Background: an optimization exercise with open tools, aiming at small area. Do not read the settings as production practice. Function was checked by simulation only, so behaviour that the tests miss may differ from the original. Power and IR drop assume default switching activity.

$ cat standard.sh
#!/bin/bash
# synth_recipe.tcl (not shown) runs the flow's synth.tcl, then flattens the netlist and writes it again
# the make line also repeats each setting of config.mk as NAME=value (left out here)
make -C /OpenROAD-flow-scripts/flow DESIGN_CONFIG=/design/flow/config.mk WORK_HOME=/design/flow/orfs CLKGATE_MAP_FILE= SYNTH_SCRIPT=/design/flow/synth_recipe.tcl "${@:-finish}"
$ cat config.mk
export PLATFORM = sky130hd
export DESIGN_NAME = reg_file_mp
export DESIGN_NICKNAME = reg_file_mp
export VERILOG_FILES = /design/flow/design.v
export SDC_FILE = /design/flow/constraint.sdc
export NUM_CORES = 4
export LEC_CHECK = 0
export ABC_AREA = 0
export CAP_MARGIN = 20
export CORE_MARGIN = 2
export CORE_UTILIZATION = 40
export SLEW_MARGIN = 20
export SYNTH_HIERARCHICAL = 1
export SYNTH_MINIMUM_KEEP_SIZE = 0
$ cat constraint.sdc
create_clock -name core_clock -period 7.5 [get_ports {clk}]
set_input_delay 1.5000 -clock core_clock [delete_from_list [all_inputs] [get_ports {clk}]]
set_output_delay 1.5000 -clock core_clock [all_outputs]
set_load 0.01 [all_outputs]
$ cat flow/run.sh
#!/bin/bash
set -euo pipefail
bash standard.sh \
  "BUFFER_PORTS_ARGS=-buffer_cell sky130_fd_sc_hd__buf_2" \
  "CTS_ARGS=-sink_clustering_enable -repair_clock_nets -buf_list sky130_fd_sc_hd__clkbuf_16 -dont_use_dummy_load -sink_clustering_size 24 -sink_clustering_max_diameter 80" \
  finish > standard_sh.log 2>&1
$ cat design.v
module rf_ao22 (input logic a1, a2, b1, b2, output logic y);
    assign y = (a1 & a2) | (b1 & b2);
endmodule
module rf_aoi222 (input logic a1, a2, b1, b2, c1, c2, output logic y);
    assign y = ~((a1 & a2) | (b1 & b2) | (c1 & c2));
endmodule
module rf_nand3 (input logic a, b, c, output logic y);
    assign y = ~(a & b & c);
endmodule
module rf_nand4 (input logic a, b, c, d, output logic y);
    assign y = ~(a & b & c & d);
endmodule
module rf_nand2 (input logic a, b, output logic y);
    assign y = ~(a & b);
endmodule
module rf_inv (input logic a, output logic y);
    assign y = ~a;
endmodule
module rf_and3 (input logic a, b, c, output logic y);
    assign y = a & b & c;
endmodule
module rf_or2 (input logic a, b, output logic y);
    assign y = a | b;
endmodule
module rf_or3 (input logic a, b, c, output logic y);
    assign y = a | b | c;
endmodule
module rf_predec2 (input logic en, input logic [1:0] a, output logic [3:0] y);
    assign y[0] = en & ~a[1] & ~a[0];
    assign y[1] = en & ~a[1] &  a[0];
    assign y[2] = en &  a[1] & ~a[0];
    assign y[3] = en &  a[1] &  a[0];
endmodule
module rf_predec2n (input logic [1:0] a, output logic [3:0] y);
    for (genvar k = 0; k < 4; k++) begin : g_k
        assign y[k] = (a == 2'(k));
    end
endmodule
module rf_predec3 (input logic [2:0] a, output logic [7:0] y);
    for (genvar k = 0; k < 8; k++) begin : g_k
        assign y[k] = (a == 3'(k));
    end
endmodule
module rf_busy_rd (input logic [31:1] keep, input logic [3:0] lo, input logic [7:0] hi,
                   output logic y);
    always_comb begin
        y = 1'b0;
        for (int r = 1; r < 32; r++) begin
            y = y | (lo[r % 4] & hi[r / 4] & keep[r]);
        end
    end
endmodule
module rf_rd_bit (
    input  logic [31:1] sel,
    input  logic [31:1] x,
    output logic        y
);
    logic [10:0] g;
    logic [2:0]  h;
    for (genvar k = 0; k < 10; k++) begin : g_aoi
        rf_aoi222 u (.a1(sel[3*k+1]), .a2(x[3*k+1]), .b1(sel[3*k+2]), .b2(x[3*k+2]),
                     .c1(sel[3*k+3]), .c2(x[3*k+3]), .y(g[k]));
    end
    rf_nand2 u_t31 (.a(sel[31]), .b(x[31]), .y(g[10]));
    rf_nand4 u_n0 (.a(g[0]), .b(g[1]), .c(g[2]), .d(g[3]), .y(h[0]));
    rf_nand4 u_n1 (.a(g[4]), .b(g[5]), .c(g[6]), .d(g[7]), .y(h[1]));
    rf_nand3 u_n2 (.a(g[8]), .b(g[9]), .c(g[10]), .y(h[2]));
    rf_or3   u_or (.a(h[0]), .b(h[1]), .c(h[2]), .y(y));
endmodule
module reg_file_mp #(
    parameter int XLEN     = 32,
    parameter int NREGS    = 32,
    parameter int NREAD    = 2,
    parameter int ZERO_REG = 1,
    parameter int BYPASS   = 1,
    parameter int RD_LAT   = 0
) (
    input  logic                      clk,
    input  logic                      rst_n,
    input  logic [NREAD*$clog2(NREGS)-1:0] rs_addr,
    output logic [NREAD*XLEN-1:0]     rs_data,
    output logic [NREAD-1:0]          rs_busy,
    input  logic                      wr_en,
    input  logic [$clog2(NREGS)-1:0]  wr_addr,
    input  logic [XLEN-1:0]           wr_data,
    input  logic                      issue_en,
    input  logic [$clog2(NREGS)-1:0]  issue_rd,
    output logic [$clog2(NREGS):0]    busy_cnt
);
    localparam int AW = $clog2(NREGS);
    logic [XLEN-1:0]  regs_q [1:NREGS-1];
    logic [XLEN-1:0]  regs_d [1:NREGS-1];
    logic [NREGS-1:1] valid_q, valid_d;
    logic [NREGS-1:1] busy_q, busy_d;
    logic [3:0]       wlo, ilo;
    logic [7:0]       whi, ihi;
    logic [NREGS-1:1] wr_sel, wr_seln, iss_seln, keepn, keep;
    rf_predec2 u_wlo (.en(wr_en), .a(wr_addr[1:0]), .y(wlo));
    rf_predec3 u_whi (.a(wr_addr[4:2]), .y(whi));
    rf_predec2 u_ilo (.en(issue_en), .a(issue_rd[1:0]), .y(ilo));
    rf_predec3 u_ihi (.a(issue_rd[4:2]), .y(ihi));
    for (genvar r = 1; r < NREGS; r++) begin : g_reg
        rf_nand2 u_wsn (.a(wlo[r % 4]), .b(whi[r / 4]), .y(wr_seln[r]));
        rf_inv   u_ws  (.a(wr_seln[r]), .y(wr_sel[r]));
        rf_nand2 u_isn (.a(ilo[r % 4]), .b(ihi[r / 4]), .y(iss_seln[r]));
        rf_nand2 u_kpn (.a(busy_q[r]), .b(wr_seln[r]), .y(keepn[r]));
        rf_nand2 u_bd  (.a(iss_seln[r]), .b(keepn[r]), .y(busy_d[r]));
        rf_inv   u_kp  (.a(keepn[r]), .y(keep[r]));
        rf_or2   u_vd  (.a(valid_q[r]), .b(wr_sel[r]), .y(valid_d[r]));
        for (genvar b = 0; b < XLEN; b++) begin : g_bit
            rf_ao22 u_hold (.a1(wr_sel[r]), .a2(wr_data[b]), .b1(wr_seln[r]), .b2(regs_q[r][b]),
                            .y(regs_d[r][b]));
        end
    end
    always_ff @(posedge clk) begin
        for (int r = 1; r < NREGS; r++) begin
            regs_q[r] <= regs_d[r];
        end
    end
    always_ff @(posedge clk or negedge rst_n) begin
        if (!rst_n) begin
            valid_q <= '0;
            busy_q  <= '0;
        end else begin
            valid_q <= valid_d;
            busy_q  <= busy_d;
        end
    end
    for (genvar i = 0; i < NREAD; i++) begin : g_port
        logic [AW-1:0]    a;
        logic [3:0]       rlo;
        logic [7:0]       rhi;
        logic [NREGS-1:1] sel;
        assign a = rs_addr[i*AW +: AW];
        rf_predec2n u_rlo (.a(a[1:0]), .y(rlo));
        rf_predec3  u_rhi (.a(a[4:2]), .y(rhi));
        rf_busy_rd  u_bsy (.keep(keep), .lo(rlo), .hi(rhi), .y(rs_busy[i]));
        for (genvar r = 1; r < NREGS; r++) begin : g_sel
            rf_and3 u_sel (.a(rlo[r % 4]), .b(rhi[r / 4]), .c(valid_d[r]), .y(sel[r]));
        end
        for (genvar b = 0; b < XLEN; b++) begin : g_bit
            logic [NREGS-1:1] xb;
            for (genvar r = 1; r < NREGS; r++) begin : g_x
                assign xb[r] = regs_d[r][b];
            end
            rf_rd_bit u_rd (.sel(sel), .x(xb), .y(rs_data[i*XLEN + b]));
        end
    end
    always_comb begin
        busy_cnt = '0;
        for (int r = 1; r < NREGS; r++) begin
            busy_cnt = busy_cnt + {{AW{1'b0}}, busy_q[r]};
        end
    end
endmodule
==> impl_metrics.tcl, run 1 <==
set metrics [dict create \
    p_leak_nw 19.1 \
    critPathKind "flop to primary output" \
    post_cts_resized 0 \
    maxSlewHeadroom 0.127 \
    synth_warnings 11 \
    cpMostUsedCell "fa_1" \
    numCtsBuffers 51 \
    finalWorstSetupSlack_ns 0.363 \
    worst_pin_slew_ns 1.31 \
    setup_viol 0 \
    arrival_ns 5.64 \
    vdd_drop_max_uv 2550 \
    drt_iter0_drc 9969 \
    vias_per_cell 7.93 \
    min-delay-start "valid_q[13]$_DFF_PN0_" \
    startpoint_type "flop" \
    syn_nets 3568 \
    insertion_delay_ns 0.65 \
    synth-seq-cells 1054 \
    holdWs_ns 0.475 \
    syn2layout_area_growth_pct 10.8 \
    holdPathStages 1 \
    endpoint_kind "primary output" \
    slowest_stage "fa_1" \
    max_stage_delay_ns 0.55 \
    seq_area_frac_synth 0.521 \
    worst-path-max-fanout 2 \
    io_buffers 127 \
    ys_types 34 \
    hpwl_mm 105 \
    ant_nets 0 \
    cts_tree "done" \
    clkTransAtPathRegs_ns 0.09 \
    syn-cell-area_mm2 0.0411 \
    gp_congestion 0.874 \
    synth.top_cell.area_share 0.483 \
    dpl_worst_slack_ns 0.927 \
    root_buffer "clkbuf_16" \
    post-cts-setup-buffer-count 0 \
    die_y_um 325 \
    start_util 0.404 \
    synth_area_leaders "dfxtp_1 (48%), a22o_1 (21%), a222oi_1 (16%)" \
    hold_class "flop to flop" \
    grt_overflow 0 \
    h-tree-depth 2 \
    async_reset_ff_frac 0.0588 \
    cp-startpoint "busy_q[18]$_DFF_PN0_" \
    antenna_found_initial 18 \
    syn_avg_cell_area_um2 11.8 \
    die_w_um 325 \
    routedWlPerCell_um 39.3 \
    fin_crit_sh 0.952 \
    core_area_mm2 0.102 \
    skew_ns 0 \
    fin_util 0.447 \
    slew_violations 0 \
    grt_setup_unrepaired "no" \
    postCtsHoldBufs 0 \
    required_ns 6.00 \
    finalCriticalPeriod_ns 7.14 \
    maxCapViolations 0 \
    cts_buffer_depth 3 \
    yosys.area.top_type "dfxtp_1" \
    finalSetupTns_ns 0 \
    wl_mm 201 \
    reg2reg_depth 1 \
    cts_num_sinks 1054 \
    fin_nets 3823 \
    power.density_mw_per_mm2 333 \
    grt_pass1_wl_mm 278 \
    dieArea_mm2 0.105 \
    grt_max_degree 63 \
    synthFlopType "dfxtp_1" \
    worstReg2RegStart "valid_q[16]$_DFF_PN0_" \
    grt_pass1_vias 38000 \
    drive_gt1_frac 0.101 \
    grt_usage 0.357 \
    boundaryPins 128 \
    cp_cell_sequence "fa_1 -> inv_1 -> fa_1 -> inv_1 -> fa_1 -> inv_1 -> fa_1 -> fa_1 -> fa_1 -> fa_1 -> fa_1 -> nand2b_1 -> a21oi_1 -> xor2_1 -> buf_2" \
    rows 117 \
    dr.pass1.iters 13 \
    vias 40500 \
    synth-edff-count 0 \
    syn-instance-count 3482 \
    finalHoldViolations 0 \
    run_status "timing/DRC/antenna clean" \
    drc 0 \
    max_clock_freq_mhz 140 \
]
[layer usage]
layer,global-route usage,share of wire
met5,0.00272,0.00033
met2,0.491,0.39
met4,0.217,0.071
met3,0.135,0.16
met1,0.471,0.38
[layout by cell type (no fill, tap or decap), types with 12 or more instances in the layout]
cell type	n
a222oi_1	648
a22o_1	994
a22oi_1	22
and3_2	61
and3b_2	12
buf_2	127
buf_4	77
clkbuf_16	51
clkinv_1	12
dfrtp_1	62
dfxtp_1	992
fa_1	23
inv_1	105
nand2_1	168
nand2_2	31
nand3_1	66
nand4_1	128
nor3b_1	12
or2_1	31
or3_1	64
[per-module statistics from Yosys, one instance, submodules excluded, excerpt]
module       copies in the design  cells  area, µm²  flip-flops and latches
reg_file_mp                     1   1145      22200                    1054
rf_and3                        62      1       6.26                       0
rf_ao22                       992      1       8.76                       0
rf_aoi222                     640      1       10.0                       0
rf_busy_rd                      2     29        189                       0
rf_inv                         62      1       3.75                       0
rf_nand2                      188      1       3.75                       0
rf_nand3                       64      1       5.00                       0
rf_nand4                      128      1       6.26                       0
rf_or2                         31      1       6.26                       0
rf_or3                         64      1       6.26                       0
rf_predec2                      2      4       37.5                       0
rf_predec2n                     2      4       26.3                       0
rf_predec3                      4      8       65.1                       0
[registers in the layout, summed over array words and instances, names as in the netlist]
signal	flops
valid_q	31
regs_q	992
busy_q	31
[synth_stat cells, drive strengths merged (3+ instances only)]
master,instances
a22o,995
dfxtp,992
a222oi,648
nand2,199
nand4,128
inv,117
and3,68
nand3,66
or3,64
dfrtp,62
or2,31
fa,23
a22oi,22
and3b,16
nor3b,14
ha,7
clkbuf,4
nor2,4
nor3,4
and2,3
[final cells by class]
type	count	area, µm²
fillers	9439	56300
flip-flops and latches	1054	21400
multi-input cells	2307	19400
well taps	1368	1710
clock buffers	51	1280
repair buffers	206	1260
inverters	117	439
diodes	10	25.0
[per-stage QoR]
stage          cell area (µm²)  power [mW]  cells
5_1_grt                  45500        16.0   5106
2_1_floorplan            41100        10.5   3482
6_report                 45600        15.2   5113
4_1_cts                  45500        15.2   5101
3_3_place_gp             44200        12.1   5050
3_5_place_dp             44200        12.2   5050
[cell families (layout without fill, tap and decap cells)]
group	after synthesis	in the layout	synth area share
AO/OA/AOI/OAI	1672	1672	0.375
adder cells (fa/ha/maj)	30	30	0.0133
buffers and inverters	121	374	0.0110
other	0	10	0
XOR/XNOR	3	3	0.000639
flip-flops	1054	1054	0.521
AND/OR/NAND/NOR	602	602	0.0795
[final timing paths]
check | endpoint | slack (ns)
max | busy_cnt[4] | 0.36
min | valid_q[13]$_DFF_PN0_ | 0.47
max reg2reg | valid_q[16]$_DFF_PN0_ | 6.76
min reg2reg | valid_q[13]$_DFF_PN0_ | 0.47
max in group asynchronous | busy_q[20]$_DFF_PN0_ | 5.83
min in group asynchronous | busy_q[14]$_DFF_PN0_ | 1.04
[power by group]
part | internal [mW] | switching [mW]
Combinational | 2.13 | 2.95
Clock | 1.22 | 1.87
Sequential | 6.70 | 0.293
[critical path: cells and delay by family (launching register included)]
kind	cells	cell delay (ns)
flops	1	0.40
buf+inv	4	0.30
xor+xnor	1	0.16
compound gates	1	0.16
fa+ha+maj	8	3.84
simple gates	1	0.16
==> run 2, diff against run 1 <==
--- a/config.mk
+++ b/config.mk
@@ -9,6 +9,7 @@
 export CAP_MARGIN = 20
 export CORE_MARGIN = 2
 export CORE_UTILIZATION = 40
+export SETUP_SLACK_MARGIN = 0.3
 export SLEW_MARGIN = 20
 export SYNTH_HIERARCHICAL = 1
 export SYNTH_MINIMUM_KEEP_SIZE = 0
==> run 2 against run 1 <==
Power grew 0.57%; global-route usage unchanged; combinational power up 2%; routed wire length grew 0.12%; hold slack better by 0.0011 ns; critical path type unchanged; critical endpoint unchanged; highest routed layer unchanged.
==> impl_metrics.tcl, run 2 <==
set metrics [dict create \
    finalHoldViolations 0 \
    skew_ns 0 \
    reg.largest.list "regs_q x992, busy_q x31, valid_q x31" \
    cpMostUsedCell "fa_1" \
    insertion_delay_ns 0.65 \
    power.density_mw_per_mm2 335 \
    final_cell_mix "a22o_1 (994), dfxtp_1 (992), a222oi_1 (648)" \
    syn-cell-area_mm2 0.0411 \
    core_area_mm2 0.102 \
    yosys.area.top_type "dfxtp_1" \
    cp-startpoint "busy_q[18]$_DFF_PN0_" \
    grt_setup_unrepaired "no" \
    slowest_stage "fa_1" \
    multi_input_area_mm2 0.0194 \
    vias_per_cell 7.96 \
    io_buffers 127 \
    reg2reg_to "valid_q[16]$_DFF_PN0_" \
    run_status "timing/DRC/antenna clean" \
    setup_viol 0 \
    top_register "regs_q" \
    maxCapViolations 0 \
    p_leak_nw 19.1 \
    min-delay-start "valid_q[13]$_DFF_PN0_" \
    hpwl_mm 105 \
    n_fill_cell 9440 \
    grt_use_met3 0.135 \
    required_ns 6.00 \
    holdWs_ns 0.476 \
    holdPathStages 1 \
    die_y_um 325 \
    synth-seq-cells 1054 \
    boundaryPins 128 \
    drc 0 \
    critPathKind "flop to primary output" \
    drt_iter0_drc 9850 \
    vdd_drop_max_uv 2630 \
    whs_endpoint "valid_q[13]$_DFF_PN0_" \
    post-synth-top-count-cell "a22o_1" \
    cp_cell_sequence "fa_1 -> inv_1 -> fa_1 -> inv_1 -> fa_1 -> inv_1 -> fa_1 -> fa_1 -> fa_1 -> fa_2 -> fa_2 -> nand2b_1 -> a21oi_2 -> xor2_1 -> buf_2" \
    syn_nets 3568 \
    dr.pass1.iters 14 \
    root_buffer "clkbuf_16" \
    fin_crit_sh 0.934 \
    startpoint_type "flop" \
    wl_mm 201 \
    totalPowerFinal_mw 15.3 \
    final_area_mm2 0.0456 \
    syn_avg_cell_area_um2 11.8 \
    arrival_ns 5.50 \
    reg2reg_depth 1 \
    routedWlPerCell_um 39.3 \
    rrSetupSlack_ns 6.76 \
    hold_class "flop to flop" \
    synth.top_cell.area_share 0.483 \
    endpoint_kind "primary output" \
    vias 40700 \
    slew_violations 0 \
    grt_pass1_vias 38000 \
    ant_nets 0 \
    numCtsBuffers 51 \
    gp_congestion 0.874 \
    ys_types 34 \
    crit_family "adder cells" \
    largest_register_ffs 992 \
    drive_gt1_frac 0.101 \
    grt_use_met1 0.471 \
    h-tree-depth 2 \
    grt_max_degree 63 \
    grt_pass1_wl_mm 278 \
    start_util 0.404 \
    finalCriticalPeriod_ns 7.00 \
    max_clock_freq_mhz 143 \
    antenna_found_initial 18 \
    max_stage_delay_ns 0.55 \
    grt_usage 0.357 \
    postCtsHoldBufs 0 \
    grt_overflow 0 \
    cts_num_sinks 1054 \
    fin_nets 3823 \
    synth_warnings 11 \
    dpl_cell_area_mm2 0.0442 \
    cts_buffer_depth 3 \
    synth_area_leaders "dfxtp_1 (48%), a22o_1 (21%), a222oi_1 (16%)" \
    cts_tree "done" \
    path_buf_inv 4 \
    top_usage_layer "met2" \
    synth-edff-count 0 \
    die_w_um 325 \
    worst_pin_slew_ns 1.33 \
    final_common_cell "a22o_1" \
    grt_use_met2 0.491 \
    syn-instance-count 3482 \
    synthFlopType "dfxtp_1" \
    rows 117 \
    finalSetupTns_ns 0 \
    worst-path-max-fanout 2 \
    worstReg2RegStart "valid_q[16]$_DFF_PN0_" \
    yosys-top-cells-count "a22o_1 (994), dfxtp_1 (992), a222oi_1 (648)" \
    syn2layout_area_growth_pct 10.8 \
    dieArea_mm2 0.105 \
    seq_area_frac_synth 0.521 \
    seq_area_mm2 0.0214 \
    maxSlewHeadroom 0.112 \
    async_reset_ff_frac 0.0588 \
    clkTransAtPathRegs_ns 0.10 \
]
run 2: metal layers:
| layer | vias up | wire length, µm |
|---|---|---|
| met5 | - | 65 |
| met4 | 10 | 14200 |
| met3 | 853 | 31700 |
| met2 | 3906 | 79300 |
| met1 | 19800 | 75900 |
| li1 | 16100 | - |
run 2: cell type report:
type,count,area share
Sequential cell,1054,0.470
Multi-Input combinational cell,2307,0.427
Tap cell,1368,0.0376
Clock buffer,51,0.0280
Timing Repair Buffer,206,0.0277
Inverter,117,0.00964
Antenna cell,12,0.000659
run 2: worst max-delay path by stage:
stage                  endpoint  depth (start not counted)
finish              busy_cnt[4]                         15
CTS                 busy_cnt[4]                         15
global placement    rs_data[48]                         12
global route        busy_cnt[4]                         15
floorplan           busy_cnt[4]                         14
detailed placement  rs_data[16]                         12
run 2: modules after synthesis, one instance, submodules excluded, excerpt:
module       flops+latches  times used  cells
reg_file_mp           1054           1   1145
rf_busy_rd               0           2     29
rf_predec3               0           4      8
rf_predec2               0           2      4
rf_predec2n              0           2      4
rf_aoi222                0         640      1
rf_ao22                  0         992      1
rf_and3                  0          62      1
rf_nand4                 0         128      1
rf_or2                   0          31      1
rf_or3                   0          64      1
rf_nand3                 0          64      1
rf_inv                   0          62      1
rf_nand2                 0         188      1
run 2: cells by family (layout without fill, tap and decap cells):
family | after synthesis | in the layout | share of synthesized area
compound gates | 1672 | 1672 | 0.375
xor+xnor | 3 | 3 | 0.000639
fa+ha+maj | 30 | 30 | 0.0133
buf+inv | 121 | 374 | 0.0110
flops | 1054 | 1054 | 0.521
other cells | 0 | 12 | 0
simple gates | 602 | 602 | 0.0795
run 2: per-stage QoR:
stage / instances / worst slack, ns / utilization
3_3_place_gp: 5050 / 0.937 / 0.434
6_report: 5115 / 0.496 / 0.447
2_1_floorplan: 3482 / 1.26 / -
5_1_grt: 5106 / 0.327 / 0.447
3_5_place_dp: 5050 / 0.927 / 0.434
4_1_cts: 5101 / 0.333 / 0.446
run 2: where the power goes:
part | internal (mW) | switching, mW | total (mW) | leakage (nW)
clock network | 1.22 | 1.88 | 3.09 | 0.629
registers | 6.70 | 0.292 | 7.00 | 8.99
logic | 2.18 | 2.99 | 5.17 | 9.49
total | 10.1 | 5.15 | 15.3 | 19.1
run 2: what timing repair did:
action                     in CTS  in global routing
setup buffers                   0                  0
setup endpoints to repair       0                  1
gates resized for setup         0                  3
==> run 3, diff against run 2 <==
==> flow/run.sh (replaced) <==
#!/bin/bash
set -euo pipefail
bash standard.sh \
  "BUFFER_PORTS_ARGS=-buffer_cell sky130_fd_sc_hd__buf_1" \
  "CTS_ARGS=-sink_clustering_enable -repair_clock_nets -buf_list sky130_fd_sc_hd__clkbuf_16 -dont_use_dummy_load -sink_clustering_size 24 -sink_clustering_max_diameter 80" \
  finish > standard_sh.log 2>&1
--- a/config.mk
+++ b/config.mk
@@ -9,7 +9,6 @@
 export CAP_MARGIN = 20
 export CORE_MARGIN = 2
 export CORE_UTILIZATION = 40
-export SETUP_SLACK_MARGIN = 0.3
 export SLEW_MARGIN = 20
 export SYNTH_HIERARCHICAL = 1
 export SYNTH_MINIMUM_KEEP_SIZE = 0
==> run 3 against run 2 <==
Final cell count stayed put; hold slack gained 0.00079 ns; combinational power down 4.1%; via count decreased by 1.5%; maximum frequency shrank 2.3%; worst setup slack got worse by 0.16 ns.
==> impl_metrics.tcl, run 3 <==
set metrics [dict create \
    n_fill_cell 9461 \
    slew_violations 0 \
    drc 0 \
    holdPathStages 1 \
    grt_max_degree 63 \
    yosys.area.top_type "dfxtp_1" \
    dp.cells 5058 \
    totalPowerFinal_mw 15.0 \
    reg2reg_depth 1 \
    syn_avg_cell_area_um2 11.8 \
    post_cts_resized 0 \
    dr.pass1.iters 14 \
    cts_num_sinks 1054 \
    required_ns 6.00 \
    cpMostUsedCell "fa_1" \
    max_clock_freq_mhz 140 \
    io_buffers 127 \
    root_buffer "clkbuf_16" \
    skew_ns 0 \
    endpoint "busy_cnt[4]" \
    cp-startpoint "busy_q[18]$_DFF_PN0_" \
    vias_per_cell 7.84 \
    synth-edff-count 0 \
    maxCapViolations 0 \
    syn-cell-area_mm2 0.0411 \
    core_area_mm2 0.102 \
    cp_cell_sequence "fa_1 -> inv_1 -> fa_1 -> inv_1 -> fa_1 -> inv_1 -> fa_1 -> fa_1 -> fa_1 -> fa_1 -> fa_1 -> nand2b_1 -> a21oi_1 -> xor2_1 -> buf_1" \
    hold_class "flop to flop" \
    cts_buffer_depth 3 \
    reg2reg_to "valid_q[29]$_DFF_PN0_" \
    fin_cells 5115 \
    boundaryPins 128 \
    start_util 0.404 \
    synth.top_cell.area_share 0.483 \
    die_y_um 325 \
    insertion_delay_ns 0.65 \
    routedWlPerCell_um 38.7 \
    ys_types 34 \
    numCtsBuffers 51 \
    synthFlopType "dfxtp_1" \
    post-synth-top-count-cell "a22o_1" \
    setup_viol 0 \
    startpoint_type "flop" \
    die_w_um 325 \
    maxSlewHeadroom 0.115 \
    synth_compound_area_frac 0.375 \
    async_reset_ff_frac 0.0588 \
    drive_gt1_frac 0.0732 \
    finalSetupTns_ns 0 \
    final_cell_mix "a22o_1 (994), dfxtp_1 (992), a222oi_1 (648)" \
    yosys-top-cells-count "a22o_1 (994), dfxtp_1 (992), a222oi_1 (648)" \
    syn2layout_area_growth_pct 10.4 \
    reg.largest.list "regs_q x992, busy_q x31, valid_q x31" \
    grt_pass1_vias 37700 \
    slowest_stage "fa_1" \
    drt_iter0_drc 9738 \
    path_buf_inv 4 \
    power.density_mw_per_mm2 331 \
    synth_area_leaders "dfxtp_1 (48%), a22o_1 (21%), a222oi_1 (16%)" \
    grt_usage 0.352 \
    synth_top_family_by_area "compound AO/OA/AOI/OAI gates" \
    synthAdderAreaFrac 0.0133 \
    rrSetupSlack_ns 6.76 \
    yosys.area_share.simple 0.0795 \
    p_leak_nw 18.7 \
    wl_mm 198 \
    ant_nets 0 \
    gp_congestion 0.885 \
    grt_setup_unrepaired "no" \
    h-tree-depth 2 \
    worst-path-max-fanout 2 \
    fin_crit_sh 0.956 \
    run_status "timing/DRC/antenna clean" \
    worstReg2RegStart "valid_q[29]$_DFF_PN0_" \
    top_register "regs_q" \
    crit_family "adder cells" \
    worst_pin_slew_ns 1.33 \
    vias 40100 \
    dpl_worst_slack_ns 0.887 \
    synth_warnings 11 \
    seq_area_frac_synth 0.521 \
    hpwl_mm 105 \
    syn-instance-count 3482 \
    grt_pass1_wl_mm 276 \
    finalWorstSetupSlack_ns 0.333 \
    endpoint_kind "primary output" \
    arrival_ns 5.67 \
    finalCriticalPeriod_ns 7.17 \
    postCtsHoldBufs 0 \
    synth.area.mux_share 0 \
    crit_cells 15 \
    clkTransAtPathRegs_ns 0.08 \
    max_stage_delay_ns 0.54 \
    synth-seq-cells 1054 \
    finalHoldViolations 0 \
    post-cts-setup-buffer-count 0 \
    syn_nets 3568 \
    largest_register_ffs 992 \
    fin_nets 3829 \
    vdd_drop_max_uv 2000 \
    final_common_cell "a22o_1" \
    critPathKind "flop to primary output" \
    grt_overflow 0 \
    dieArea_mm2 0.105 \
    synth-xor-area-share 0.000639 \
    rows 117 \
    antenna_found_initial 16 \
    cts_tree "done" \
]
==> run 3: cell counts after synthesis <==
Identical to the previous run, type by type.
==> run 3: how the worst min path moves through the flow <==
stage | start | to | slack, ns
2_1_floorplan | valid_q[10]$_DFF_PN0_ | valid_q[10]$_DFF_PN0_ | 0.43
3_3_place_gp | valid_q[15]$_DFF_PN0_ | valid_q[15]$_DFF_PN0_ | 0.45
3_5_place_dp | valid_q[29]$_DFF_PN0_ | valid_q[29]$_DFF_PN0_ | 0.45
4_1_cts | valid_q[17]$_DFF_PN0_ | valid_q[17]$_DFF_PN0_ | 0.47
5_1_grt | valid_q[3]$_DFF_PN0_ | valid_q[3]$_DFF_PN0_ | 0.49
6_report | valid_q[13]$_DFF_PN0_ | valid_q[13]$_DFF_PN0_ | 0.48
==> run 3: kinds of logic (layout without fill, tap and decap cells) <==
family / count (synthesis) / count (layout)
fa+ha+maj: 30 / 30
simple gates: 602 / 602
other cells: 0 / 6
flops: 1054 / 1054
buf+inv: 121 / 380
compound gates: 1672 / 1672
xor+xnor: 3 / 3
==> run 3: stage by stage <==
step	hold WS, ns	area (µm²)	util
floorplan	0.433	41100	-
global placement	0.449	44100	0.433
detailed placement	0.453	44100	0.433
CTS	0.474	45400	0.445
global route	0.494	45400	0.446
finish	0.476	45400	0.446
==> run 3: cell type report <==
class,count,area [µm²],area share
diodes,6,15.0,0.000331
well taps,1368,1710,0.0377
multi-input cells,2307,19400,0.428
flip-flops and latches,1054,21400,0.471
clock buffers,51,1280,0.0281
inverters,117,439,0.00967
repair buffers,212,1140,0.0251
==> run 3: power by group <==
group	switching, mW	internal, mW	total, mW
Combinational	2.96	2.00	4.96
Clock	1.87	1.22	3.09
Sequential	0.298	6.70	7.00
Total	5.12	9.92	15.0
==> run 3: per-layer routing <==
metal / share of wire / vias to the layer above / GRT usage
li1: - / 16100 / -
met1: 0.38 / 19300 / 0.465
met2: 0.39 / 3850 / 0.482
met3: 0.16 / 796 / 0.140
met4: 0.068 / 16 / 0.207
met5: 0.00051 / - / 0
==> run 3: modules after synthesis, one instance, submodules excluded, excerpt <==
module	cells inside	times used
rf_and3	1	62
rf_inv	1	62
rf_or3	1	64
rf_ao22	1	992
rf_nand2	1	188
rf_predec2n	4	2
==> run 4, diff against run 3 <==
--- a/design.v
+++ b/design.v
@@ -24,6 +24,10 @@
 endmodule
 module rf_or3 (input logic a, b, c, output logic y);
     assign y = a | b | c;
+endmodule
+module rf_fa (input logic a, b, c, output logic s, co);
+    assign s  = a ^ b ^ c;
+    assign co = (a & b) | (a & c) | (b & c);
 endmodule
 module rf_predec2 (input logic en, input logic [1:0] a, output logic [3:0] y);
     assign y[0] = en & ~a[1] & ~a[0];
@@ -146,10 +150,37 @@
             rf_rd_bit u_rd (.sel(sel), .x(xb), .y(rs_data[i*XLEN + b]));
         end
     end
-    always_comb begin
-        busy_cnt = '0;
-        for (int r = 1; r < NREGS; r++) begin
-            busy_cnt = busy_cnt + {{AW{1'b0}}, busy_q[r]};
-        end
+    logic [9:0] s1, c1;
+    for (genvar k = 0; k < 10; k++) begin : g_l1
+        rf_fa u (.a(busy_q[3*k+1]), .b(busy_q[3*k+2]), .c(busy_q[3*k+3]), .s(s1[k]), .co(c1[k]));
     end
+    logic [2:0] s1b, c1b;
+    for (genvar k = 0; k < 3; k++) begin : g_l1b
+        rf_fa u (.a(s1[3*k]), .b(s1[3*k+1]), .c(s1[3*k+2]), .s(s1b[k]), .co(c1b[k]));
+    end
+    logic s1c, c1c, s1d, c1d;
+    rf_fa u_1c (.a(s1b[0]), .b(s1b[1]), .c(s1b[2]), .s(s1c), .co(c1c));
+    rf_fa u_1d (.a(s1c), .b(s1[9]), .c(busy_q[31]), .s(s1d), .co(c1d));
+    assign busy_cnt[0] = s1d;
+    logic [14:0] w2;
+    assign w2 = {c1d, c1c, c1b, c1};
+    logic [4:0] s2, c2;
+    for (genvar k = 0; k < 5; k++) begin : g_l2
+        rf_fa u (.a(w2[3*k]), .b(w2[3*k+1]), .c(w2[3*k+2]), .s(s2[k]), .co(c2[k]));
+    end
+    logic s2b, c2b, s2c, c2c;
+    rf_fa u_2b (.a(s2[0]), .b(s2[1]), .c(s2[2]), .s(s2b), .co(c2b));
+    rf_fa u_2c (.a(s2b), .b(s2[3]), .c(s2[4]), .s(s2c), .co(c2c));
+    assign busy_cnt[1] = s2c;
+    logic [6:0] w4;
+    assign w4 = {c2c, c2b, c2};
+    logic [1:0] s4, c4;
+    for (genvar k = 0; k < 2; k++) begin : g_l4
+        rf_fa u (.a(w4[3*k]), .b(w4[3*k+1]), .c(w4[3*k+2]), .s(s4[k]), .co(c4[k]));
+    end
+    logic s4b, c4b;
+    rf_fa u_4b (.a(s4[0]), .b(s4[1]), .c(w4[6]), .s(s4b), .co(c4b));
+    assign busy_cnt[2] = s4b;
+    rf_fa u_8 (.a(c4[0]), .b(c4[1]), .c(c4b), .s(busy_cnt[3]), .co(busy_cnt[4]));
+    assign busy_cnt[5] = 1'b0;
 endmodule
==> flow/run.sh (replaced) <==
#!/bin/bash
set -euo pipefail
bash standard.sh \
  "BUFFER_PORTS_ARGS=-buffer_cell sky130_fd_sc_hd__buf_1" \
  "CTS_ARGS=-sink_clustering_enable -repair_clock_nets -buf_list sky130_fd_sc_hd__clkbuf_16 -dont_use_dummy_load -sink_clustering_size 24 -sink_clustering_max_diameter 80" \
  RECOVER_POWER=100 \
  finish > standard_sh.log 2>&1
==> run 4 against run 3 <==
The layout now fails its checks (capacitance limit, slew limit); sequential share of layout area hardly changed; largest cell class unchanged; final cell count fell by 0.31%; critical endpoint is now rs_data[32]; non-clock buffer count grew 45; combinational power down 31%; flip-flop and latch count did not move; highest routed layer unchanged.
==> impl_metrics.tcl, run 4 <==
set metrics [dict create \
    reg2reg_to "valid_q[6]$_DFF_PN0_" \
    whs_endpoint "valid_q[14]$_DFF_PN0_" \
    hold_class "flop to flop" \
    dpl_worst_slack_ns 0.888 \
    yosys.area_share.simple 0.0794 \
    largest_register_ffs 992 \
    synth_warnings 11 \
    skew_ns 0 \
    final_common_cell "a22o_1" \
    numCtsBuffers 52 \
    startpoint_type "input pin" \
    grt_pass1_wl_mm 274 \
    finalHoldViolations 0 \
    rows 117 \
    ant_nets 0 \
    slew_violations 511 \
    min-delay-start "valid_q[14]$_DFF_PN0_" \
    clkTransAtPathRegs_ns 0.07 \
    finalCriticalPeriod_ns 7.21 \
    fin_crit_sh 0.961 \
    cts_buffer_depth 3 \
    top_register "regs_q" \
    routedWlPerCell_um 38.5 \
    finalWorstSetupSlack_ns 0.293 \
    dr.pass1.iters 13 \
    fin_nets 3807 \
    worstReg2RegStart "valid_q[6]$_DFF_PN0_" \
    vias_per_cell 7.88 \
    synth_area_leaders "dfxtp_1 (49%), a22o_1 (21%), a222oi_1 (16%)" \
    grt_usage 0.358 \
    worst-path-max-fanout 33 \
    synth.area.mux_share 0 \
    run_status "failed layout checks" \
    post_cts_resized 0 \
    postCtsHoldBufs 0 \
    h-tree-depth 2 \
    synth.top_cell.area_share 0.486 \
    core_area_mm2 0.102 \
    maxSlewHeadroom -1.42 \
    arrival_ns 5.71 \
    gp_congestion 0.887 \
    die_w_um 324 \
    synthAdderAreaFrac 0.0127 \
    reg.largest.list "regs_q x992, busy_q x31, valid_q x31" \
    final_cell_mix "a22o_1 (994), dfxtp_1 (992), a222oi_1 (648)" \
    insertion_delay_ns 0.65 \
    vdd_drop_max_uv 1450 \
    yosys.area.top_type "dfxtp_1" \
    critPathKind "input pin to primary output" \
    holdPathStages 1 \
    drt_iter0_drc 9360 \
    max_clock_freq_mhz 139 \
    p_leak_nw 18.6 \
    synth_top_family_by_area "compound AO/OA/AOI/OAI gates" \
    post-cts-setup-buffer-count 0 \
    synthFlopType "dfxtp_1" \
    io_buffers 126 \
    maxCapViolations 15 \
    fin_cells 5099 \
    synth_compound_area_frac 0.377 \
    root_buffer "clkbuf_16" \
    yosys-top-cells-count "a22o_1 (994), dfxtp_1 (992), a222oi_1 (648)" \
    rrSetupSlack_ns 6.74 \
    worst_pin_slew_ns 3.64 \
    cts_tree "done" \
    syn-instance-count 3422 \
    grt_setup_unrepaired "no" \
    cts_num_sinks 1054 \
    dp.cells 5039 \
    power.density_mw_per_mm2 299 \
    drc 0 \
    seq_area_frac_synth 0.524 \
    endpoint_kind "primary output" \
    syn_avg_cell_area_um2 11.9 \
    start_util 0.402 \
    post-synth-top-count-cell "a22o_1" \
    drive_gt1_frac 0.0792 \
    dieArea_mm2 0.105 \
    hpwl_mm 110 \
    synth-edff-count 0 \
    wl_mm 196 \
    finalSetupTns_ns 0 \
    synth-xor-area-share 0 \
    syn2layout_area_growth_pct 11.1 \
    boundaryPins 128 \
    violations "capacitance limit, slew limit" \
    antenna_found_initial 6 \
    grt_pass1_vias 37400 \
    die_y_um 324 \
    reg2reg_depth 1 \
    grt_max_degree 63 \
    syn_nets 3504 \
    syn-cell-area_mm2 0.0409 \
    synth-seq-cells 1054 \
    ys_types 28 \
    required_ns 6.00 \
    vias 40200 \
    async_reset_ff_frac 0.0588 \
    grt_overflow 0 \
    setup_viol 0 \
]
==> run 4: logic make-up after synthesis <==
group                      count (synthesis)
AOI/OAI and AO/OA                       1668
and+or+nand+nor                          597
DFF                                     1054
adders and majority gates                 26
other                                      1
buffers and inverters                     76
==> run 4: critical path: stages <==
cell	delay (ns)
buf_1	0.13
and3b_1	0.37
nand2_2	0.15
clkbuf_1	2.23
a22o_1	0.43
a222oi_1	0.13
nand4_1	0.35
or3_1	0.20
buf_1	0.19
==> run 4: cell type report <==
type	instances	area, µm²
antenna	8	20.0
clock buffer	52	1300
fill	9506	56200
inverter	68	255
multi-input combinational	2292	19300
sequential	1054	21400
tap	1368	1710
timing repair buffer	257	1430
==> run 4: layer usage <==
| layer | wire [µm] | GRT usage | vias up |
|---|---|---|---|
| li1 | - | - | 16100 |
| met1 | 75000 | 0.483 | 19700 |
| met2 | 77700 | 0.491 | 3677 |
| met3 | 30500 | 0.129 | 714 |
| met4 | 13000 | 0.199 | 9 |
| met5 | 184 | 0.0130 | - |
==> run 4: modules after synthesis, one instance, submodules excluded, excerpt <==
| module | flops+latches | copies in the design | cells |
|---|---|---|---|
| rf_nand4 | 0 | 128 | 1 |
| rf_fa | 0 | 26 | 1 |
| rf_or2 | 0 | 31 | 1 |
| rf_and3 | 0 | 62 | 1 |
| rf_predec3 | 0 | 4 | 8 |
| rf_inv | 0 | 62 | 1 |
| rf_or3 | 0 | 64 | 1 |
==> run 4: worst max path at each step <==
stage,from,endpoint,depth (start not counted)
3_3_place_gp,wr_addr[2],rs_data[40],11
2_1_floorplan,wr_en,rs_data[0],8
3_5_place_dp,wr_addr[2],rs_data[0],11
6_report,wr_addr[1],rs_data[32],9
4_1_cts,busy_q[22]$_DFF_PN0_,busy_cnt[3],9
5_1_grt,wr_addr[2],rs_data[18],9
==> run 4: power breakdown <==
group,leakage (nW),total (mW),switching [mW],internal [mW]
registers,8.99,7.00,0.299,6.70
clock network,0.641,3.13,1.89,1.24
logic,9.01,3.44,2.06,1.39
total,18.6,13.6,4.25,9.33
==> run 4: metrics by stage <==
step                instance area, µm²   util  power [mW]  hold WS, ns
finish                           45400  0.447        13.6        0.472
global route                     45400  0.447        14.2        0.491
floorplan                        40900      -        9.61        0.433
global placement                 44200  0.435        10.4        0.449
CTS                              45500  0.448        13.5        0.472
detailed placement               44200  0.435        10.5        0.453
==> run 5, diff against run 4 <==
--- a/design.v
+++ b/design.v
@@ -45,14 +45,16 @@
         assign y[k] = (a == 3'(k));
     end
 endmodule
-module rf_busy_rd (input logic [31:1] keep, input logic [3:0] lo, input logic [7:0] hi,
+module rf_busy_rd (input logic [31:1] keepn, input logic [3:0] lon, input logic [7:0] hi,
                    output logic y);
-    always_comb begin
-        y = 1'b0;
-        for (int r = 1; r < 32; r++) begin
-            y = y | (lo[r % 4] & hi[r / 4] & keep[r]);
-        end
+    logic [31:0] kz;
+    logic [7:0]  p;
+    assign kz = {keepn, 1'b1};
+    for (genvar g = 0; g < 8; g++) begin : g_grp
+        assign p[g] = ~((lon[0] | kz[4*g]) & (lon[1] | kz[4*g+1]) &
+                        (lon[2] | kz[4*g+2]) & (lon[3] | kz[4*g+3]));
     end
+    assign y = |(p & hi);
 endmodule
 module rf_rd_bit (
     input  logic [31:1] sel,
@@ -98,7 +100,7 @@
     logic [NREGS-1:1] busy_q, busy_d;
     logic [3:0]       wlo, ilo;
     logic [7:0]       whi, ihi;
-    logic [NREGS-1:1] wr_sel, wr_seln, iss_seln, keepn, keep;
+    logic [NREGS-1:1] wr_sel, wr_seln, iss_seln, keepn;
     rf_predec2 u_wlo (.en(wr_en), .a(wr_addr[1:0]), .y(wlo));
     rf_predec3 u_whi (.a(wr_addr[4:2]), .y(whi));
     rf_predec2 u_ilo (.en(issue_en), .a(issue_rd[1:0]), .y(ilo));
@@ -109,7 +111,6 @@
         rf_nand2 u_isn (.a(ilo[r % 4]), .b(ihi[r / 4]), .y(iss_seln[r]));
         rf_nand2 u_kpn (.a(busy_q[r]), .b(wr_seln[r]), .y(keepn[r]));
         rf_nand2 u_bd  (.a(iss_seln[r]), .b(keepn[r]), .y(busy_d[r]));
-        rf_inv   u_kp  (.a(keepn[r]), .y(keep[r]));
         rf_or2   u_vd  (.a(valid_q[r]), .b(wr_sel[r]), .y(valid_d[r]));
         for (genvar b = 0; b < XLEN; b++) begin : g_bit
             rf_ao22 u_hold (.a1(wr_sel[r]), .a2(wr_data[b]), .b1(wr_seln[r]), .b2(regs_q[r][b]),
@@ -132,13 +133,16 @@
     end
     for (genvar i = 0; i < NREAD; i++) begin : g_port
         logic [AW-1:0]    a;
-        logic [3:0]       rlo;
+        logic [3:0]       rlo, rlon;
         logic [7:0]       rhi;
         logic [NREGS-1:1] sel;
         assign a = rs_addr[i*AW +: AW];
         rf_predec2n u_rlo (.a(a[1:0]), .y(rlo));
         rf_predec3  u_rhi (.a(a[4:2]), .y(rhi));
-        rf_busy_rd  u_bsy (.keep(keep), .lo(rlo), .hi(rhi), .y(rs_busy[i]));
+        for (genvar j = 0; j < 4; j++) begin : g_lon
+            rf_inv u_lon (.a(rlo[j]), .y(rlon[j]));
+        end
+        rf_busy_rd  u_bsy (.keepn(keepn), .lon(rlon), .hi(rhi), .y(rs_busy[i]));
         for (genvar r = 1; r < NREGS; r++) begin : g_sel
             rf_and3 u_sel (.a(rlo[r % 4]), .b(rhi[r / 4]), .c(valid_d[r]), .y(sel[r]));
         end
==> flow/run.sh (replaced) <==
#!/bin/bash
set -euo pipefail
bash standard.sh \
  "BUFFER_PORTS_ARGS=-buffer_cell sky130_fd_sc_hd__buf_1" \
  "CTS_ARGS=-sink_clustering_enable -repair_clock_nets -buf_list sky130_fd_sc_hd__clkbuf_16 -dont_use_dummy_load -sink_clustering_size 24 -sink_clustering_max_diameter 80" \
  finish > standard_sh.log 2>&1
==> run 5 against run 4 <==
Now clean on timing, DRC and antenna; synthesized area fell by 0.28%; flip-flop and latch count did not move; sequential power barely moved; final cell count fell by 0.98%; clock power barely moved; non-clock buffer count fell by 18; critical endpoint is now rs_data[35]; largest cell class unchanged; largest power group unchanged.
==> impl_metrics.tcl, run 5 <==
set metrics [dict create \
    run_status "timing/DRC/antenna clean" \
    clkTransAtPathRegs_ns 0.09 \
    dpl_cell_area_mm2 0.0439 \
    syn_avg_cell_area_um2 12.0 \
    finalHoldViolations 0 \
    syn2layout_area_growth_pct 10.9 \
    maxSlewHeadroom 0.129 \
    drive_gt1_frac 0.0818 \
    grt_overflow 0 \
    slew_violations 0 \
    yosys.area.top_type "dfxtp_1" \
    n_antenna_cell 0 \
    max_clock_freq_mhz 143 \
    postCtsHoldBufs 0 \
    ys_types 28 \
    min-delay-start "valid_q[23]$_DFF_PN0_" \
    grt_usage 0.375 \
    async_reset_ff_frac 0.0588 \
    synth_area_leaders "dfxtp_1 (49%), a22o_1 (21%), a222oi_1 (16%)" \
    worst_pin_slew_ns 1.31 \
    grt_pass1_vias 37900 \
    boundaryPins 128 \
    required_ns 6.00 \
    finalSetupTns_ns 0 \
    skew_ns 0 \
    cp-startpoint "wr_addr[3]" \
    syn_nets 3483 \
    vias 40500 \
    fin_nets 3765 \
    root_buffer "clkbuf_16" \
    dieArea_mm2 0.104 \
    setup_viol 0 \
    top_register "regs_q" \
    start_util 0.402 \
    dpl_worst_slack_ns 0.853 \
    grt_setup_unrepaired "no" \
    vias_per_cell 8.02 \
    totalPowerFinal_mw 13.6 \
    h-tree-depth 2 \
    synth_warnings 10 \
    critPathKind "input pin to primary output" \
    synth-seq-cells 1054 \
    finalWorstSetupSlack_ns 0.519 \
    largest_register_ffs 992 \
    yosys-top-cells-count "a22o_1 (992), dfxtp_1 (992), a222oi_1 (640)" \
    drc 0 \
    wl_mm 206 \
    numCtsBuffers 51 \
    endpoint_kind "primary output" \
    antenna_found_initial 4 \
    fin_crit_sh 0.931 \
    final_area_mm2 0.0452 \
    hpwl_mm 110 \
    arrival_ns 5.48 \
    grt_pass1_wl_mm 282 \
    worst-path-max-fanout 33 \
    core_area_mm2 0.101 \
    die_y_um 323 \
    maxCapViolations 0 \
    drt_iter0_drc 10200 \
    finalCriticalPeriod_ns 6.98 \
    ant_nets 0 \
    post_cts_resized 0 \
    synth.top_cell.area_share 0.487 \
    grt_max_degree 63 \
    io_buffers 126 \
    post-cts-setup-buffer-count 0 \
    startpoint_type "input pin" \
    reg.largest.list "regs_q x992, busy_q x31, valid_q x31" \
    seq_area_frac_synth 0.525 \
    fin_util 0.445 \
    cts_tree "done" \
    synth-edff-count 0 \
    die_w_um 323 \
    dr.pass1.iters 15 \
    p_leak_nw 18.4 \
    synthFlopType "dfxtp_1" \
    hold_class "flop to flop" \
    syn-instance-count 3401 \
    cts_buffer_depth 3 \
    gp_congestion 0.923 \
    syn-cell-area_mm2 0.0408 \
    cts_num_sinks 1054 \
    rows 117 \
    routedWlPerCell_um 40.8 \
    seq_area_mm2 0.0214 \
    vdd_drop_max_uv 1020 \
    insertion_delay_ns 0.64 \
    final_cell_mix "a22o_1 (992), dfxtp_1 (992), a222oi_1 (640)" \
    multi_input_area_mm2 0.0193 \
    worstReg2RegStart "regs_q[3][4]$_DFF_P_" \
    n_fill_cell 9436 \
    power.density_mw_per_mm2 302 \
]
[run 5: routing by layer]
layer / global-route usage / vias to the layer above / wire [µm]
met1: 0.489 / 19600 / 75500
met4: 0.235 / 8 / 15200
met2: 0.504 / 4024 / 80000
met5: 0.0116 / - / 193
li1: - / 16000 / -
met3: 0.158 / 888 / 34900
[run 5: Yosys stat by module, one instance, submodules excluded, a selection]
module / flip-flops and latches / times used / cells
reg_file_mp: 1054 / 1 / 1059
rf_busy_rd: 0 / 2 / 30
rf_predec2n: 0 / 2 / 4
rf_fa: 0 / 26 / 1
rf_nand4: 0 / 128 / 1
rf_and3: 0 / 62 / 1
rf_or2: 0 / 31 / 1
rf_or3: 0 / 64 / 1
rf_nand3: 0 / 64 / 1
rf_inv: 0 / 39 / 1
[run 5: cells by family after synthesis]
family,synth area share
fa+ha+maj,0.0128
buf+inv,0.00519
other cells,0.0000920
flops,0.525
compound gates,0.377
simple gates,0.0796
[run 5: metrics by stage]
stage                     hold WS [ns]  cells
after detailed placement         0.455   4998
after CTS                        0.475   5049
after global routing             0.492   5049
after global placement           0.446   4998
after floorplan                  0.433   3401
final                            0.473   5049
[run 5: worst max-delay path, cell delays in order]
cell,delay (ns)
buf_1,0.24
nor3b_1,0.68
nand2_2,0.10
inv_1,0.10
buf_4,0.50
or2_1,0.22
and3_2,0.94
a222oi_1,0.28
nand4_1,0.30
or3_1,0.40
buf_1,0.20
[run 5: cell type report]
type,instances,share of cell area
Tap cell,1368,0.0379
Clock buffer,51,0.0282
Inverter,39,0.00324
Timing Repair Buffer,239,0.0298
Multi-Input combinational cell,2298,0.427
Sequential cell,1054,0.474
[run 5: worst paths after layout]
path                                         end  slack (ns)  cells after the start
max                                  rs_data[35]        0.52                     11
min                        valid_q[23]$_DFF_PN0_        0.47                      1
max reg2reg                 regs_q[3][4]$_DFF_P_        6.62                      1
min reg2reg                valid_q[23]$_DFF_PN0_        0.47                      1
max in group asynchronous  valid_q[18]$_DFF_PN0_        5.87                      2
min in group asynchronous  valid_q[19]$_DFF_PN0_        1.04                      2
[run 5: where the power goes]
group,total (mW),internal (mW),switching (mW)
logic,3.52,1.40,2.12
clock network,3.11,1.22,1.89
registers,7.01,6.70,0.303
==> run 6, diff against run 5 <==
==> flow/run.sh (replaced) <==
#!/bin/bash
set -euo pipefail
bash standard.sh \
  "BUFFER_PORTS_ARGS=-buffer_cell sky130_fd_sc_hd__buf_1" \
  "CTS_ARGS=-sink_clustering_enable -repair_clock_nets -buf_list sky130_fd_sc_hd__clkbuf_16 -dont_use_dummy_load -sink_clustering_size 30 -sink_clustering_max_diameter 80" \
  finish > standard_sh.log 2>&1
==> run 6 against run 5 <==
Routed wire length shrank 0.39%; clock skew is the same; critical path depth unchanged; synthesized area unchanged.
==> impl_metrics.tcl, run 6 <==
set metrics [dict create \
    cp_cell_sequence "buf_1 -> nor3b_1 -> nand2_2 -> inv_1 -> buf_4 -> or2_1 -> and3_2 -> a222oi_1 -> nand4_1 -> or3_1 -> buf_1" \
    gp_congestion 0.923 \
    arrival_ns 5.46 \
    worst_pin_slew_ns 1.29 \
    setup_viol 0 \
    rows 117 \
    rrSetupSlack_ns 6.66 \
    n_fill_cell 9440 \
    boundaryPins 128 \
    root_buffer "clkbuf_16" \
    final_area_mm2 0.0451 \
    skew_ns 0 \
    cts_buffer_depth 3 \
    final_cell_mix "a22o_1 (992), dfxtp_1 (992), a222oi_1 (640)" \
    dr.pass1.iters 14 \
    hpwl_mm 110 \
    numCtsBuffers 46 \
    fin_util 0.444 \
    seq_area_mm2 0.0214 \
    finalSetupTns_ns 0 \
    power.density_mw_per_mm2 299 \
    dpl_cell_area_mm2 0.0439 \
    vias 40500 \
    vdd_drop_max_uv 1020 \
    drive_gt1_frac 0.0805 \
    required_ns 6.00 \
    worst-path-max-fanout 33 \
    yosys-top-cells-count "a22o_1 (992), dfxtp_1 (992), a222oi_1 (640)" \
    top_register "regs_q" \
    grt_setup_unrepaired "no" \
    synth.top_cell.area_share 0.487 \
    grt_pass1_wl_mm 282 \
    max_clock_freq_mhz 144 \
    synth_warnings 10 \
    multi_input_area_mm2 0.0193 \
    syn-instance-count 3401 \
    die_y_um 323 \
    drt_iter0_drc 10100 \
    synthFlopType "dfxtp_1" \
    async_reset_ff_frac 0.0588 \
    run_status "timing/DRC/antenna clean" \
    ant_nets 0 \
    finalCriticalPeriod_ns 6.96 \
    io_buffers 126 \
    h-tree-depth 2 \
    path_buf_inv 4 \
    maxCapViolations 0 \
    postCtsHoldBufs 0 \
    wl_mm 205 \
    worstReg2RegStart "regs_q[2][17]$_DFF_P_" \
    grt_pass1_vias 37900 \
    slew_violations 0 \
    cts_tree "done" \
    synth-seq-cells 1054 \
    hold_class "flop to flop" \
    whs_endpoint "valid_q[25]$_DFF_PN0_" \
    largest_register_ffs 992 \
    reg2reg_depth 1 \
    routedWlPerCell_um 40.6 \
    reg2reg_to "regs_q[2][17]$_DFF_P_" \
    yosys.area.top_type "dfxtp_1" \
    cpMostUsedCell "buf_1" \
    synth-edff-count 0 \
    core_area_mm2 0.101 \
    fin_crit_sh 0.928 \
    antenna_found_initial 3 \
    post_cts_resized 0 \
    max_stage_delay_ns 0.94 \
    finalHoldViolations 0 \
    p_leak_nw 18.3 \
    clkTransAtPathRegs_ns 0.07 \
    die_w_um 323 \
    grt_usage 0.374 \
    maxSlewHeadroom 0.138 \
    critPathKind "input pin to primary output" \
    startpoint_type "input pin" \
    syn2layout_area_growth_pct 10.6 \
    holdWs_ns 0.468 \
    totalPowerFinal_mw 13.5 \
    post-cts-setup-buffer-count 0 \
    cts_num_sinks 1054 \
    endpoint_kind "primary output" \
    slowest_stage "and3_2" \
    grt_max_degree 63 \
    dieArea_mm2 0.104 \
    syn-cell-area_mm2 0.0408 \
    crit_family "simple AND/OR/NAND/NOR gates" \
    min-delay-start "valid_q[25]$_DFF_PN0_" \
    ys_types 28 \
    fin_nets 3760 \
    synth_area_leaders "dfxtp_1 (49%), a22o_1 (21%), a222oi_1 (16%)" \
    drc 0 \
    syn_nets 3483 \
    insertion_delay_ns 0.65 \
    holdPathStages 1 \
    grt_overflow 0 \
    syn_avg_cell_area_um2 12.0 \
    reg.largest.list "regs_q x992, busy_q x31, valid_q x31" \
    seq_area_frac_synth 0.525 \
    start_util 0.402 \
    vias_per_cell 8.02 \
]
[run 6: layout make-up]
type / instances / area share
antenna: 5 / 0.000278
clock buffer: 46 / 0.0255
inverter: 39 / 0.00325
multi-input combinational: 2298 / 0.428
sequential: 1054 / 0.475
tap: 1368 / 0.0380
timing repair buffer: 239 / 0.0299
[run 6: report_power, final]
group          internal, mW  switching (mW)
clock network          1.10            1.84
logic                  1.40            2.11
registers              6.70           0.301
total                  9.21            4.26
[run 6: cells by family after synthesis]
family | share of synthesized area
AOI/OAI and AO/OA | 0.377
DFF | 0.525
and+or+nand+nor | 0.0796
buffers and inverters | 0.00519
adders and majority gates | 0.0128
other | 0.0000920
[run 6: how the worst max path moves through the flow]
stage / from / endpoint / depth (start not counted)
2_1_floorplan: wr_en / rs_data[0] / 8
3_3_place_gp: wr_addr[3] / rs_data[3] / 11
3_5_place_dp: wr_addr[3] / rs_data[35] / 11
4_1_cts: busy_q[1]$_DFF_PN0_ / busy_cnt[3] / 9
5_1_grt: wr_addr[3] / rs_data[35] / 11
6_report: wr_addr[3] / rs_data[3] / 11
[run 6: Yosys stat by module, one instance, submodules excluded, excerpt]
module       copies in the design  cells  cell area [µm²]  flops+latches
rf_or3                         64      1             6.26              0
rf_nand2                      188      1             3.75              0
rf_aoi222                     640      1             10.0              0
rf_and3                        62      1             6.26              0
rf_predec2n                     2      4             26.3              0
rf_fa                          26      1             20.0              0
[run 6: per-stage QoR]
| stage | std cells | setup WS, ns |
|---|---|---|
| after CTS | 5044 | 0.848 |
| after global placement | 4998 | 0.902 |
| after global routing | 5044 | 0.545 |
| after floorplan | 3401 | 1.43 |
| after detailed placement | 4998 | 0.853 |
| final | 5049 | 0.540 |
[run 6: layer usage]
layer / share of wire / wire length, µm / GRT usage / vias to the layer above
met4: 0.075 / 15400 / 0.241 / 4
met3: 0.17 / 34900 / 0.162 / 856
li1: - / - / - / 15900
met1: 0.37 / 75000 / 0.486 / 19700
met5: 0.00066 / 136 / 0.00833 / -
met2: 0.39 / 79600 / 0.500 / 4001
==> run 7, diff against run 6 <==
--- a/config.mk
+++ b/config.mk
@@ -8,7 +8,7 @@
 export ABC_AREA = 0
 export CAP_MARGIN = 20
 export CORE_MARGIN = 2
-export CORE_UTILIZATION = 40
+export CORE_UTILIZATION = 45
 export SLEW_MARGIN = 20
 export SYNTH_HIERARCHICAL = 1
 export SYNTH_MINIMUM_KEEP_SIZE = 0
==> run 7 against run 6 <==
Still clean; clock skew unchanged; via count up 2.0%; synthesized area unchanged; maximum frequency is 1.7% higher; highest routed layer unchanged.
==> impl_metrics.tcl, run 7 <==
set metrics [dict create \
    run_status "timing/DRC/antenna clean" \
    finalSetupTns_ns 0 \
    grt_usage 0.416 \
    syn-cell-area_mm2 0.0408 \
    totalPowerFinal_mw 13.6 \
    max_stage_delay_ns 1.06 \
    syn_nets 3483 \
    reg2reg_to "busy_q[10]$_DFF_PN0_" \
    holdPathStages 1 \
    fin_crit_sh 0.912 \
    finalHoldViolations 0 \
    start_util 0.453 \
    fin_util 0.500 \
    drc 0 \
    min-delay-start "valid_q[21]$_DFF_PN0_" \
    cp_cell_sequence "buf_1 -> and3b_1 -> nand2_2 -> inv_1 -> buf_4 -> or2_1 -> and3_2 -> a222oi_1 -> nand4_1 -> or3_1 -> buf_1" \
    drive_gt1_frac 0.0761 \
    drt_iter0_drc 9652 \
    h-tree-depth 2 \
    synth_warnings 10 \
    skew_ns 0 \
    final_area_mm2 0.0450 \
    dpl_worst_slack_ns 0.947 \
    dr.pass1.iters 12 \
    antenna_found_initial 7 \
    largest_register_ffs 992 \
    synth-seq-cells 1054 \
    max_clock_freq_mhz 146 \
    post_cts_resized 0 \
    slew_violations 0 \
    vdd_drop_max_uv 1080 \
    finalWorstSetupSlack_ns 0.659 \
    synth.top_cell.area_share 0.487 \
    startpoint_type "input pin" \
    clkTransAtPathRegs_ns 0.08 \
    cts_buffer_depth 3 \
    worst_pin_slew_ns 1.30 \
    die_y_um 305 \
    synth_area_leaders "dfxtp_1 (49%), a22o_1 (21%), a222oi_1 (16%)" \
    rrSetupSlack_ns 6.74 \
    whs_endpoint "valid_q[21]$_DFF_PN0_" \
    synth-edff-count 0 \
    grt_max_degree 63 \
    critPathKind "input pin to primary output" \
    numCtsBuffers 48 \
    root_buffer "clkbuf_16" \
    syn_avg_cell_area_um2 12.0 \
    syn-instance-count 3401 \
    worst-path-max-fanout 33 \
    fin_nets 3777 \
    yosys-top-cells-count "a22o_1 (992), dfxtp_1 (992), a222oi_1 (640)" \
    hold_class "flop to flop" \
    required_ns 6.00 \
    dieArea_mm2 0.0930 \
    final_cell_mix "a22o_1 (992), dfxtp_1 (992), a222oi_1 (640)" \
    grt_setup_unrepaired "no" \
    boundaryPins 128 \
    setup_viol 0 \
    maxSlewHeadroom 0.130 \
    post-cts-setup-buffer-count 0 \
    maxCapViolations 0 \
    reg2reg_depth 2 \
    vias_per_cell 8.48 \
    grt_pass1_vias 40400 \
    insertion_delay_ns 0.63 \
    die_w_um 305 \
    ant_nets 0 \
    rows 110 \
    syn2layout_area_growth_pct 10.3 \
    arrival_ns 5.34 \
    reg.largest.list "regs_q x992, busy_q x31, valid_q x31" \
    async_reset_ff_frac 0.0588 \
    yosys.area.top_type "dfxtp_1" \
    wl_mm 205 \
    fin_cells 4872 \
    io_buffers 126 \
    core_area_mm2 0.0899 \
    dpl_cell_area_mm2 0.0437 \
    postCtsHoldBufs 0 \
    p_leak_nw 18.5 \
    grt_overflow 0 \
    vias 41300 \
    worstReg2RegStart "busy_q[10]$_DFF_PN0_" \
    cts_num_sinks 1054 \
    cts_tree "done" \
    gp_congestion 0.907 \
    seq_area_frac_synth 0.525 \
    cpMostUsedCell "buf_1" \
    ys_types 28 \
    top_register "regs_q" \
    dp.cells 4820 \
    routedWlPerCell_um 42.0 \
    hpwl_mm 111 \
    endpoint_kind "primary output" \
    holdWs_ns 0.476 \
    grt_pass1_wl_mm 285 \
    power.density_mw_per_mm2 302 \
    finalCriticalPeriod_ns 6.84 \
    slowest_stage "and3_2" \
    synthFlopType "dfxtp_1" \
]
==> run 7: cell counts after synthesis <==
Identical to the previous run, type by type.
==> run 7: final cells by class <==
cell class                 count  area [µm²]
tap                         1176        1470
inverter                      39         146
fill                        7941       44900
clock buffer                  48        1200
multi-input combinational   2298       19300
timing repair buffer         254        1460
sequential                  1054       21400
antenna                        3        7.51
==> run 7: logic make-up (layout without fill, tap and decap cells) <==
kind of cell,after synthesis,after routing,synth area share
AOI/OAI and AO/OA,1678,1678,0.377
DFF,1054,1054,0.525
other,1,4,0.0000920
buffers and inverters,49,341,0.00519
adders and majority gates,26,26,0.0128
and+or+nand+nor,593,593,0.0796
==> run 7: how the worst max path moves through the flow <==
stage	startpoint	end	slack [ns]	cells after the start
finish	wr_addr[1]	rs_data[30]	0.66	11
global route	wr_addr[3]	rs_data[19]	0.66	12
CTS	busy_q[1]$_DFF_PN0_	busy_cnt[3]	0.77	9
detailed placement	wr_addr[3]	rs_data[1]	0.95	12
global placement	wr_addr[3]	rs_data[33]	0.99	12
floorplan	wr_en	rs_data[0]	1.43	8
==> run 7: worst max-delay path: cells and delay by family <==
| family | cells | cell delay (ns) |
|---|---|---|
| buffers and inverters | 4 | 1.02 |
| AOI/OAI and AO/OA | 1 | 0.33 |
| and+or+nand+nor | 6 | 2.45 |
==> run 7: per-layer routing <==
| layer | routed length [µm] | share of wire | GRT usage | vias to the layer above |
|---|---|---|---|---|
| met5 | 33 | 0.00016 | 0.00362 | - |
| met1 | 73900 | 0.36 | 0.537 | 20400 |
| met3 | 33900 | 0.17 | 0.161 | 863 |
| li1 | - | - | - | 16000 |
| met4 | 15900 | 0.078 | 0.281 | 6 |
| met2 | 80900 | 0.40 | 0.569 | 4106 |
==> run 7: where the power goes <==
group	switching (mW)	leakage [nW]	total (mW)	internal (mW)
registers	0.325	8.99	7.03	6.71
clock network	1.83	0.592	2.98	1.15
logic	2.17	8.90	3.59	1.41
total	4.33	18.5	13.6	9.27
==> run 7: Yosys stat by module, one instance, submodules excluded, a selection <==
module | flip-flops and latches | cells | copies in the design | area (µm²)
reg_file_mp | 1054 | 1059 | 1 | 21400
rf_busy_rd | 0 | 30 | 2 | 174
rf_predec3 | 0 | 8 | 4 | 65.1
rf_predec2 | 0 | 4 | 2 | 37.5
rf_predec2n | 0 | 4 | 2 | 26.3
rf_fa | 0 | 1 | 26 | 20.0
rf_aoi222 | 0 | 1 | 640 | 10.0
rf_ao22 | 0 | 1 | 992 | 8.76
rf_or3 | 0 | 1 | 64 | 6.26
rf_or2 | 0 | 1 | 31 | 6.26
rf_nand3 | 0 | 1 | 64 | 5.00
rf_nand2 | 0 | 1 | 188 | 3.75
rf_inv | 0 | 1 | 39 | 3.75

-- port drivers added, routing unchanged --
No port has a modelled driver above. Below, the same layouts with a new extraction and two added sets of constraints. Step 1: set_driving_cell puts a clkbuf_16 on clk and a buf_2 on each other input, an assumption about the parent block. Step 2 times the ports against the registers' clock, not the clock port: input delays grow and output delays shrink by t, the midpoint of the rising clock arrivals with the driver on. Slacks: no drivers / after step 1 / after step 2; pairs: no drivers / after step 1.
| run | shift t [ns] | slack for setup (ns) | hold WS [ns] |
|---|---|---|---|
| run 1 | 0.723 | 0.363 / 0.295 / 0.565 | 0.475 / 0.475 / 0.475 |
| run 2 | 0.724 | 0.496 / 0.428 / 0.580 | 0.476 / 0.476 / 0.476 |
| run 3 | 0.722 | 0.333 / 0.265 / 0.621 | 0.476 / 0.476 / 0.476 |
| run 4 | 0.727 | 0.293 / 0.268 / 0.268 | 0.472 / 0.472 / 0.472 |
| run 5 | 0.739 | 0.519 / 0.494 / 0.494 | 0.473 / 0.473 / 0.473 |
| run 6 | 0.736 | 0.540 / 0.515 / 0.515 | 0.468 / 0.468 / 0.468 |
| run 7 | 0.711 | 0.659 / 0.632 / 0.632 | 0.476 / 0.476 / 0.476 |
For run 7, which loses most, drivers alone change the setup slack by -0.027 ns; drivers and shift together by -0.027 ns.
